From an optimization exercise on the open Yosys and OpenROAD flow, aimed at small area, a short achievable clock period and few clock cycles; shortcuts taken in it are not production practice. At most, simulation tests tie the RTL to the original design; equivalence was not proved. Power is estimated from default activity; no workload was simulated.

==> job 9912: inputs <==
==> flow/design.v <==
package huff_types_pkg;
	typedef logic [8-1:0] pixel_t;
	typedef logic [8-1:0] count_t;
	typedef logic [6-1:0] sym_mask_t;
	typedef logic [8-1:0] code_t;
	typedef logic [8-1:0] len_mask_t;
endpackage
package huff_ctrl_pkg;
	typedef enum logic [1:0] {SORT_IDLE, SORT_PASS, SORT_DONE} sort_state_t;
	typedef enum logic [1:0] {MRG_IDLE, MRG_POP, MRG_INSERT, MRG_DONE} merge_state_t;
	typedef enum logic [1:0] {BLD_IDLE, BLD_WALK, BLD_DONE} build_state_t;
	typedef logic [$clog2(5)-1:0] round_t;
	typedef logic [$clog2(6+1)-1:0] step_t;
endpackage
`timescale 1ns/1ns
module huffman_top (
	input  logic                      clk,
	input  logic                      reset,
	input  logic                      gray_valid,
	input  huff_types_pkg::pixel_t    gray_data,
	output logic                      cnt_valid,
	output huff_types_pkg::count_t    cnt1,
	output huff_types_pkg::count_t    cnt2,
	output huff_types_pkg::count_t    cnt3,
	output huff_types_pkg::count_t    cnt4,
	output huff_types_pkg::count_t    cnt5,
	output huff_types_pkg::count_t    cnt6,
	output logic                      code_valid,
	output huff_types_pkg::code_t     hc1,
	output huff_types_pkg::code_t     hc2,
	output huff_types_pkg::code_t     hc3,
	output huff_types_pkg::code_t     hc4,
	output huff_types_pkg::code_t     hc5,
	output huff_types_pkg::code_t     hc6,
	output huff_types_pkg::len_mask_t m1,
	output huff_types_pkg::len_mask_t m2,
	output huff_types_pkg::len_mask_t m3,
	output huff_types_pkg::len_mask_t m4,
	output huff_types_pkg::len_mask_t m5,
	output huff_types_pkg::len_mask_t m6
);
	function automatic logic ge8(input logic [7:0] a, input logic [7:0] b);
		logic [7:0] g;
		logic [7:0] e;
		logic [3:0] g2;
		logic [3:0] e2;
		logic [1:0] g4;
		logic [1:0] e4;
		g = a & ~b;
		e = ~(g | (~a & b));
		for (int i = 0; i < 4; i++) begin
			g2[i] = g[2*i+1] | (e[2*i+1] & g[2*i]);
			e2[i] = e[2*i+1] & e[2*i];
		end
		for (int i = 0; i < 2; i++) begin
			g4[i] = g2[2*i+1] | (e2[2*i+1] & g2[2*i]);
			e4[i] = e2[2*i+1] & e2[2*i];
		end
		ge8 = g4[1] | (e4[1] & (g4[0] | e4[0]));
	endfunction
	function automatic logic [7:0] add8(input logic [7:0] a, input logic [7:0] b);
		logic [7:0] g;
		logic [7:0] p;
		logic [7:0] gg;
		logic [7:0] pp;
		logic [7:0] g1;
		logic [7:0] p1;
		g = a & b;
		p = a ^ b;
		gg = g;
		pp = p;
		for (int d = 1; d < 8; d = d * 2) begin
			g1 = gg;
			p1 = pp;
			for (int i = d; i < 8; i++) begin
				gg[i] = g1[i] | (p1[i] & g1[i - d]);
				pp[i] = p1[i] & p1[i - d];
			end
		end
		add8 = p ^ {gg[6:0], 1'b0};
	endfunction
	logic            seen;
	logic            closed;     
	logic            closed_d;   
	logic [5:0][7:0] cnt;
	always_ff @(posedge clk) begin
		if (reset) begin
			seen      <= 1'b0;
			closed    <= 1'b0;
			closed_d  <= 1'b0;
			cnt_valid <= 1'b0;
			cnt       <= '0;
		end else begin
			closed_d  <= closed;
			cnt_valid <= 1'b0;
			if (!closed) begin
				if (gray_valid) begin
					seen <= 1'b1;
					for (int i = 0; i < 6; i++) begin
						if (gray_data == 8'(i + 1)) begin
							cnt[i] <= cnt[i] + 8'd1;
						end
					end
				end else if (seen) begin
					closed    <= 1'b1;
					cnt_valid <= 1'b1;
				end
			end
		end
	end
	logic [5:0][5:0] ge_nx;
	logic [5:0][5:0] oh;
	logic [5:0][5:0] oh_nx;
	always_comb begin
		ge_nx = '0;
		for (int i = 0; i < 6; i++) begin
			for (int j = i + 1; j < 6; j++) begin
				ge_nx[i][j] = ge8(cnt[i], cnt[j]);
			end
		end
		for (int i = 0; i < 6; i++) begin
			oh_nx[i] = 6'b000001;
			for (int j = 0; j < 6; j++) begin
				if (j > i && ge_nx[i][j]) oh_nx[i] = {oh_nx[i][4:0], 1'b0};
				if (j < i && !ge_nx[j][i]) oh_nx[i] = {oh_nx[i][4:0], 1'b0};
			end
		end
	end
	assign cnt1 = cnt[0];
	assign cnt2 = cnt[1];
	assign cnt3 = cnt[2];
	assign cnt4 = cnt[3];
	assign cnt5 = cnt[4];
	assign cnt6 = cnt[5];
	logic [5:0][7:0] sorted_w;
	logic [7:0]      sorted_s;
	always_comb begin
		for (int i = 0; i < 6; i++) begin
		end
		for (int k = 0; k < 6; k++) begin
			sorted_w[k] = '0;
			for (int i = 0; i < 6; i++) begin
				sorted_w[k] = sorted_w[k] | (cnt[i] & {8{oh[i][k]}});
			end
		end
		sorted_s = add8(sorted_w[0], sorted_w[1]);
	end
	logic [5:0][7:0] w;       
	logic [7:0]      sw;      
	logic [5:0]      vld;     
	logic [5:0][4:0] code;    
	logic [5:0][4:0] msk;     
	logic [5:2]      t;       
	logic [4:0]      pone;    
	logic [4:0][7:0] rw;
	logic [7:0]      rsw;
	logic [5:0][5:0] roh;
	logic [5:0][4:0] rcode;
	logic [5:0][4:0] rmsk;
	always_comb begin
		logic [5:0] pv;
		logic [4:0] mv;
		logic [4:0] kv;
		for (int k = 2; k < 6; k++) begin
			t[k] = !ge8(w[k], sw) && vld[k];
		end
		pone[0] = ~t[2];
		for (int j = 1; j < 4; j++) begin
			pone[j] = t[j + 1] & ~t[j + 2];
		end
		pone[4] = t[5];
		rw[0] = t[2] ? w[2] : sw;
		for (int i = 1; i < 4; i++) begin
			if (t[i + 2]) rw[i] = w[i + 2];
			else if (t[i + 1]) rw[i] = sw;
			else rw[i] = w[i + 1];
		end
		rw[4] = t[5] ? sw : w[5];
		rsw = t[3] ? add8(w[2], w[3]) : add8(w[2], sw);
		for (int s = 0; s < 6; s++) begin
			pv = oh[s];
			mv = msk[s];
			kv = code[s];
			roh[s] = '0;
			for (int j = 0; j < 5; j++) begin
				roh[s][j] = (pv[0] | pv[1]) & pone[j];
				if (j + 2 < 6) roh[s][j] = roh[s][j] | (pv[j + 2 < 6 ? j + 2 : 5] & t[j + 2 < 6 ? j + 2 : 5]);
				if (j >= 1) roh[s][j] = roh[s][j] | (pv[j + 1] & ~t[j >= 1 ? j + 1 : 2]);
			end
			rcode[s] = pv[0] ? kv | (~mv & {mv[3:0], 1'b1}) : kv;
			rmsk[s]  = (pv[0] | pv[1]) ? {mv[3:0], 1'b1} : mv;
		end
	end
	always_ff @(posedge clk) begin
		if (reset) begin
			code_valid <= 1'b0;
		end else if (closed_d && vld[1] && !vld[2]) begin
			code_valid <= 1'b1;
		end
	end
	always_ff @(posedge clk) begin
		if (!closed_d) begin
			oh <= oh_nx;
		end else begin
			oh <= roh;
		end
	end
	always_ff @(posedge clk) begin
		if (!closed_d) begin
			w    <= sorted_w;
			sw   <= sorted_s;
			vld  <= 6'b111111;
			code <= '0;
			msk  <= '0;
		end else if (vld[1]) begin
			w[4:0] <= rw;
			sw     <= rsw;
			vld    <= {1'b0, vld[5:1]};
			code   <= rcode;
			msk    <= rmsk;
		end
	end
	assign hc1 = {3'b0, code[0]};
	assign hc2 = {3'b0, code[1]};
	assign hc3 = {3'b0, code[2]};
	assign hc4 = {3'b0, code[3]};
	assign hc5 = {3'b0, code[4]};
	assign hc6 = {3'b0, code[5]};
	assign m1 = {3'b0, msk[0]};
	assign m2 = {3'b0, msk[1]};
	assign m3 = {3'b0, msk[2]};
	assign m4 = {3'b0, msk[3]};
	assign m5 = {3'b0, msk[4]};
	assign m6 = {3'b0, msk[5]};
endmodule
==> flow/flow/run.sh <==
#!/bin/bash
set -euo pipefail
bash standard.sh "BUFFER_PORTS_ARGS=-buffer_cell sky130_fd_sc_hd__buf_1" SETUP_SLACK_MARGIN=5.0 finish > make_finish.log 2>&1
==> flow/standard.sh <==
#!/bin/bash
# synth_recipe.tcl (not shown) runs the flow's synth.tcl, then flattens the netlist and writes it again
# the make line also repeats each setting of config.mk as NAME=value (left out here)
make -C /OpenROAD-flow-scripts/flow DESIGN_CONFIG=/design/flow/config.mk WORK_HOME=/design/flow/orfs CLKGATE_MAP_FILE= SYNTH_SCRIPT=/design/flow/synth_recipe.tcl "${@:-finish}"
==> flow/config.mk <==
export PLATFORM = sky130hd
export DESIGN_NAME = huffman_top
export DESIGN_NICKNAME = huffman_top
export VERILOG_FILES = /design/flow/design.v
export SDC_FILE = /design/flow/constraint.sdc
export NUM_CORES = 4
export LEC_CHECK = 0
export CAP_MARGIN = 20
export CORE_MARGIN = 2
export CORE_UTILIZATION = 40
export CTS_BUF_LIST = sky130_fd_sc_hd__clkbuf_8
export CTS_CLUSTER_SIZE = 12
export SLEW_MARGIN = 20
==> flow/constraint.sdc <==
create_clock -name core_clock -period 8.0 [get_ports {clk}]
set_input_delay 1.6000 -clock core_clock [delete_from_list [all_inputs] [get_ports {clk}]]
set_output_delay 1.6000 -clock core_clock [all_outputs]
set_load 0.01 [all_outputs]
==> job 7140 (differences from job 9912) <==
--- a/flow/design.v
+++ b/flow/design.v
@@ -42,20 +42,20 @@
 	function automatic logic ge8(input logic [7:0] a, input logic [7:0] b);
 		logic [7:0] g;
-		logic [7:0] e;
+		logic [7:0] l;
 		logic [3:0] g2;
-		logic [3:0] e2;
+		logic [3:0] l2;
 		logic [1:0] g4;
-		logic [1:0] e4;
+		logic [1:0] l4;
 		g = a & ~b;
-		e = ~(g | (~a & b));
+		l = ~a & b;
 		for (int i = 0; i < 4; i++) begin
-			g2[i] = g[2*i+1] | (e[2*i+1] & g[2*i]);
-			e2[i] = e[2*i+1] & e[2*i];
+			g2[i] = g[2*i+1] | (~l[2*i+1] & g[2*i]);
+			l2[i] = l[2*i+1] | (~g[2*i+1] & l[2*i]);
 		end
 		for (int i = 0; i < 2; i++) begin
-			g4[i] = g2[2*i+1] | (e2[2*i+1] & g2[2*i]);
-			e4[i] = e2[2*i+1] & e2[2*i];
-		end
-		ge8 = g4[1] | (e4[1] & (g4[0] | e4[0]));
+			g4[i] = g2[2*i+1] | (~l2[2*i+1] & g2[2*i]);
+			l4[i] = l2[2*i+1] | (~g2[2*i+1] & l2[2*i]);
+		end
+		ge8 = ~(l4[1] | (~g4[1] & l4[0]));
 	endfunction
 	function automatic logic [7:0] add8(input logic [7:0] a, input logic [7:0] b);
@@ -112,4 +112,10 @@
 	logic [5:0][5:0] oh;
 	logic [5:0][5:0] oh_nx;
+	logic [5:0][4:0] ohr;
+	always_comb begin
+		for (int i = 0; i < 6; i++) begin
+			oh[i] = {~|ohr[i], ohr[i]};
+		end
+	end
 	always_comb begin
 		ge_nx = '0;
@@ -188,6 +194,6 @@
 				if (j >= 1) roh[s][j] = roh[s][j] | (pv[j + 1] & ~t[j >= 1 ? j + 1 : 2]);
 			end
-			rcode[s] = pv[0] ? kv | (~mv & {mv[3:0], 1'b1}) : kv;
-			rmsk[s]  = (pv[0] | pv[1]) ? {mv[3:0], 1'b1} : mv;
+			rcode[s] = roh[s][0] ? kv | (~mv & {mv[3:0], 1'b1}) : kv;
+			rmsk[s]  = (roh[s][0] | roh[s][1]) ? {mv[3:0], 1'b1} : mv;
 		end
 	end
@@ -195,5 +201,5 @@
 		if (reset) begin
 			code_valid <= 1'b0;
-		end else if (closed_d && vld[1] && !vld[2]) begin
+		end else if (closed_d && vld[2] && !vld[3]) begin
 			code_valid <= 1'b1;
 		end
@@ -201,7 +207,11 @@
 	always_ff @(posedge clk) begin
 		if (!closed_d) begin
-			oh <= oh_nx;
+			for (int i = 0; i < 6; i++) begin
+				ohr[i] <= oh_nx[i][4:0];
+			end
 		end else begin
-			oh <= roh;
+			for (int i = 0; i < 6; i++) begin
+				ohr[i] <= roh[i][4:0];
+			end
 		end
 	end
@@ -211,7 +221,9 @@
 			sw   <= sorted_s;
 			vld  <= 6'b111111;
-			code <= '0;
-			msk  <= '0;
-		end else if (vld[1]) begin
+			for (int s = 0; s < 6; s++) begin
+				code[s] <= {4'b0, oh[s][0]};
+				msk[s]  <= {4'b0, oh[s][0] | oh[s][1]};
+			end
+		end else if (vld[2]) begin
 			w[4:0] <= rw;
 			sw     <= rsw;
==> flow/flow/run.sh (replaced) <==
#!/bin/bash
set -euo pipefail
bash standard.sh "BUFFER_PORTS_ARGS=-buffer_cell sky130_fd_sc_hd__buf_1" SETUP_SLACK_MARGIN=5.3 finish > make_finish.log 2>&1
--- a/flow/config.mk
+++ b/flow/config.mk
@@ -6,8 +6,10 @@
 export NUM_CORES = 4
 export LEC_CHECK = 0
+export ABC_AREA = 1
 export CAP_MARGIN = 20
 export CORE_MARGIN = 2
 export CORE_UTILIZATION = 40
-export CTS_BUF_LIST = sky130_fd_sc_hd__clkbuf_8
-export CTS_CLUSTER_SIZE = 12
+export CTS_BUF_LIST = sky130_fd_sc_hd__clkbuf_8 sky130_fd_sc_hd__clkbuf_16
+export GPL_ROUTABILITY_DRIVEN = 0
 export SLEW_MARGIN = 20
+export TNS_END_PERCENT = 0
==> comparison table <==
metric                                                                          job 7140                   job 9912
Run status                                                       complete, no violations    complete, no violations
Tmin final                                                                       2776 ps                    2957 ps
Root Driver                                                   sky130_fd_sc_hd__clkbuf_16  sky130_fd_sc_hd__clkbuf_8
Worst setup path start                                                           cnt[25]                     cnt[2]
Via count                                                                          16170                      14350
Max-Slew Margin vs Limit                                                          30.61%                     36.52%
Met3 Use GR                                                                       4.508%                     5.378%
Area of the die                                                                38110 um2                  38850 um2
Cell internal pwr                                                               1.504 mW                   1.395 mW
Total routed wirelength                                                         53590 um                   51820 um
Most common cell in the netlist                                 sky130_fd_sc_hd__nand2_1    sky130_fd_sc_hd__nor2_1
Clock sink count                                                                     187                        194
Power consumed by combinational cells                                           0.330 mW                   0.370 mW
Max rail drop VDD                                                              0.1534 mV                 0.09206 mV
Global-route track usage on met2                                                  43.56%                     40.53%
Clock power frac                                                                   39.6%                      33.3%
Sw Ratio                                                                          32.98%                     34.59%
Reg2Reg Launch Point                                                              cnt[3]                    cnt[39]
Synth top area share                                                              18.48%                     20.67%
Post-Syn Area                                                                  14630 um2                  14910 um2
Number of ordinary and repair buffers in the finished layout                         170                        183
Testbench counts of job 7140, summed over its fixed seeds: cycles 13,084.
For job 9912, only the layout was checked, not whether the RTL still works.

==> static timing again, ports no longer ideal <==
How much do the figures lean on ideal ports? The routed layouts below were timed once more, with nothing changed but the port constraints.
Step 1 (the two cells are an assumption about what drives the block):
set clk [get_ports {clk}]
set_driving_cell -lib_cell sky130_fd_sc_hd__clkbuf_16 $clk
set_driving_cell -lib_cell sky130_fd_sc_hd__buf_2 [delete_from_list [all_inputs] $clk]
Step 2 also shifts input and output timing later by t, the mid clock arrival at the registers, as if the neighbouring blocks saw the same clock.
Three values: no drivers, after step 1, after step 2; two values: the first two.
| run | t (ns) | setup slack, ns | worst register clock-pin slew, ns | worst slew at a driven data input, ns | pins driven straight from the clock port |
|---|---|---|---|---|---|
| job 9912 | 0.548 | 5.043 / 4.993 / 4.578 | 0.12 / 0.12 | 0.03 | 1 |
| job 7140 | 0.522 | 5.224 / 5.168 / 4.858 | 0.09 / 0.09 | 0.03 | 1 |
After both steps setup and hold are still met in every run listed. For job 9912, which loses most, drivers alone change the setup slack by -0.050 ns; drivers and shift together by -0.465 ns.
